This design comes from an exercise in tuning for small area and a short achievable clock period on the open sky130 flow, not from production work. In this exercise RTL edits were held to simulation tests only and were not proved equivalent to the original. No driver is modelled on the clock port, so clocking that relies on it looks cheaper here than on a real chip. Power figures rest on the tool's default switching activity, not on a simulated workload.

Design mult_28_pipe, start of the top module:
module mult_28_pipe #(
    parameter int          LOGQ  = 28,
    parameter int unsigned PRIME = 32'h0FFF_0001,
    parameter int          TAGW  = 8
) (
    input  logic                CLK,
    input  logic                RSTN,
    input  logic                EN,
    input  logic                IN_VALID,
    input  logic [LOGQ-1:0]     A,
    input  logic [LOGQ-1:0]     B,
    input  logic [TAGW-1:0]     IN_TAG,
    output logic                OUT_VALID,
    output logic [2*LOGQ-1:0]   PROD,
    output logic [TAGW-1:0]     OUT_TAG,
    output logic                BUSY,
    output logic                RANGE_ERR
);
    if (LOGQ != 28 || PRIME == 0 || PRIME >= (32'd1 << LOGQ)) begin : g_param_check
        $error("mult_28_pipe: unsupported LOGQ/PRIME");
    end
    logic r_v1, r_v2, r_v3;
    always_ff @(posedge CLK or negedge RSTN) begin
        if (!RSTN) begin
            r_v1 <= 1'b0;
            r_v2 <= 1'b0;
            r_v3 <= 1'b0;
        end else if (EN) begin
            r_v1 <= IN_VALID;
            r_v2 <= r_v1;
            r_v3 <= r_v2;
        end
    end
    logic [30:0] w_bx;
    assign w_bx = {2'b0, B, 1'b0};
    logic [9:0] w_m1, w_m2, w_m3, w_m4;
    logic [8:0] w_neg;
    for (genvar j = 0; j < 10; j++) begin : g_enc
        logic [3:0] w_q;
        assign w_q = w_bx[3*j+3:3*j];
        assign w_m1[j] = (w_q == 4'b0001) | (w_q == 4'b0010) | (w_q == 4'b1101) | (w_q == 4'b1110);
        assign w_m2[j] = (w_q == 4'b0011) | (w_q == 4'b0100) | (w_q == 4'b1011) | (w_q == 4'b1100);
        assign w_m3[j] = (w_q == 4'b0101) | (w_q == 4'b0110) | (w_q == 4'b1001) | (w_q == 4'b1010);
        assign w_m4[j] = (w_q == 4'b0111) | (w_q == 4'b1000);
        if (j < 9) begin : g_neg
            assign w_neg[j] = w_q[3];
        end
    end
    logic [LOGQ+1:0] w_a3;
    assign w_a3[0] = A[0];
    wire tg533 = A[1] & A[0];
    wire tp534 = A[1] ^ A[0];
    wire tg535 = A[2] & A[1];
    wire tp536 = A[2] ^ A[1];
    wire tg537 = A[3] & A[2];
    wire tp538 = A[3] ^ A[2];
    wire tg539 = A[4] & A[3];
    wire tp540 = A[4] ^ A[3];
    wire tg541 = A[5] & A[4];
    wire tp542 = A[5] ^ A[4];
    wire tg543 = A[6] & A[5];
    wire tp544 = A[6] ^ A[5];
    wire tg545 = A[7] & A[6];
    wire tp546 = A[7] ^ A[6];
    wire tg547 = A[8] & A[7];
    wire tp548 = A[8] ^ A[7];
    wire tg549 = A[9] & A[8];
    wire tp550 = A[9] ^ A[8];
  ...
Size: ~140 I/O pins.
export LEC_CHECK = 0
export ABC_AREA = 1
export CAP_MARGIN = 20
export CORE_MARGIN = 2
export CORE_UTILIZATION = 40
export SETUP_SLACK_MARGIN = 3.0
export SLEW_MARGIN = 20
create_clock -name core_clock -period 6.5 [get_ports {CLK}]
standard.sh (not shown) runs the stock make flow with config.mk's settings and CLKGATE_MAP_FILE= SYNTH_SCRIPT=/design/flow/synth_recipe.tcl, a recipe that flattens the netlist after the stock synthesis.
==> flow/flow/run.sh <==
#!/bin/bash
set -euo pipefail
here=$(pwd)
# Modified copy of ORFS's synth.tcl
sed 's/synth -top $::env(DESIGN_NAME) -run fine: {\*}$synth_full_args/synth -top $::env(DESIGN_NAME) -run fine: -noabc {*}$synth_full_args/' \
    "$FLOW_HOME/scripts/synth.tcl" > "$here/flow_synth.tcl"
grep -q -- '-run fine: -noabc' "$here/flow_synth.tcl"
# synth_recipe.tcl with the modified synth.tcl in place of ORFS's
sed "s#source \$::env(SCRIPTS_DIR)/synth.tcl#source $here/flow_synth.tcl#" \
    "$here/synth_recipe.tcl" > "$here/flow_synth_recipe.tcl"
grep -q "flow_synth.tcl" "$here/flow_synth_recipe.tcl"
# standard.sh with that synthesis script
sed -e "s#SYNTH_SCRIPT=$here/synth_recipe.tcl#SYNTH_SCRIPT=$here/flow_synth_recipe.tcl#" \
    -e "s#CLKGATE_MAP_FILE= #CLKGATE_MAP_FILE= MATCH_CELL_FOOTPRINT=0 #" \
    "$here/standard.sh" > "$here/flow_standard.sh"
grep -q "flow_synth_recipe.tcl" "$here/flow_standard.sh"
grep -q "MATCH_CELL_FOOTPRINT=0" "$here/flow_standard.sh"
export BUFFER_PORTS_ARGS="-buffer_cell sky130_fd_sc_hd__buf_1"
export CTS_ARGS="-sink_clustering_enable -repair_clock_nets -dont_use_dummy_load -buf_list {sky130_fd_sc_hd__clkbuf_4}"
bash "$here/flow_standard.sh" cts > "$here/flow_make_cts.log" 2>&1
RES="$here/orfs/results/sky130hd/mult_28_pipe/base" PLATFORM_DIR="$FLOW_HOME/platforms/sky130hd" \
SKEW_CELL2=sky130_fd_sc_hd__clkdlybuf4s18_1 SKEW_CELL3=sky130_fd_sc_hd__clkdlybuf4s50_1 \
    openroad -no_init -exit "$here/flow/skew.tcl" > "$here/flow_skew.log" 2>&1
bash "$here/flow_standard.sh" > "$here/flow_make.log" 2>&1
Other scripts of this flow, unchanged in this note and not shown: flow/flow/skew.tcl
==> next run, changes <==
--- a/flow/config.mk
+++ b/flow/config.mk
@@ -12 +12 @@
-export SETUP_SLACK_MARGIN = 3.0
+export SETUP_SLACK_MARGIN = 3.25
=>
- The new run produced a clean layout
- clock skew drops by 0.014 ns
- cell area grows by 5.9%
- synthesized area is unchanged
- sequential share of layout area came out lower by 1.7 points
- via count rose by 2.6%
- critical path depth is unchanged
- first-iteration DRC count rises by about 3.7%
- combinational power increases by about 10%
==> next run, changes <==
--- a/flow/flow/run.sh
+++ b/flow/flow/run.sh
@@ -19 +19 @@
-export CTS_ARGS="-sink_clustering_enable -repair_clock_nets -dont_use_dummy_load -buf_list {sky130_fd_sc_hd__clkbuf_4}"
+export CTS_ARGS="-sink_clustering_enable -repair_clock_nets -dont_use_dummy_load -buf_list {sky130_fd_sc_hd__clkbuf_8}"
Outcome:
- die area stays the same
- sequential cell count is unchanged
- total power is higher by 5.7%
- design area is higher by 0.85%
- setup slack is worse by 0.063 ns

what the ideal ports hide:
The flow's constraints put no driver on any port. The routed layouts listed below were extracted and timed again, unchanged, in two steps.
Step 1: set_driving_cell puts a clkbuf_16 on CLK and a buf_2 on each other input, an assumption about the parent block.
Step 2, shift: input delay + t, output delay - t, t = (earliest + latest rising clock arrival at the registers) / 2. This alone moves slack from input paths to output paths.
Slacks: ideal ports / drivers / drivers and shift; pairs: ideal ports / drivers.
| run | t, ns | setup WS [ns] | clock arrival spread, ns | worst data-port slew with drivers (ns) | pins driven straight from the clock port |
|---|---|---|---|---|---|
| the first run | 1.119 | 3.006 / 3.006 / 2.340 | 0.532 / 0.532 | 0.05 | 1 |
| the second run | 1.115 | 3.219 / 3.219 / 2.364 | 0.576 / 0.576 | 0.04 | 1 |
| the third run | 0.910 | 3.156 / 3.156 / 2.570 | 0.504 / 0.503 | 0.05 | 1 |
In every run listed the clock reaches the registers at very different times; t lies between them, and the last value is a rough guide only. For the second run, which loses most, drivers alone change the setup slack by 0.000 ns; drivers and shift together by -0.855 ns.
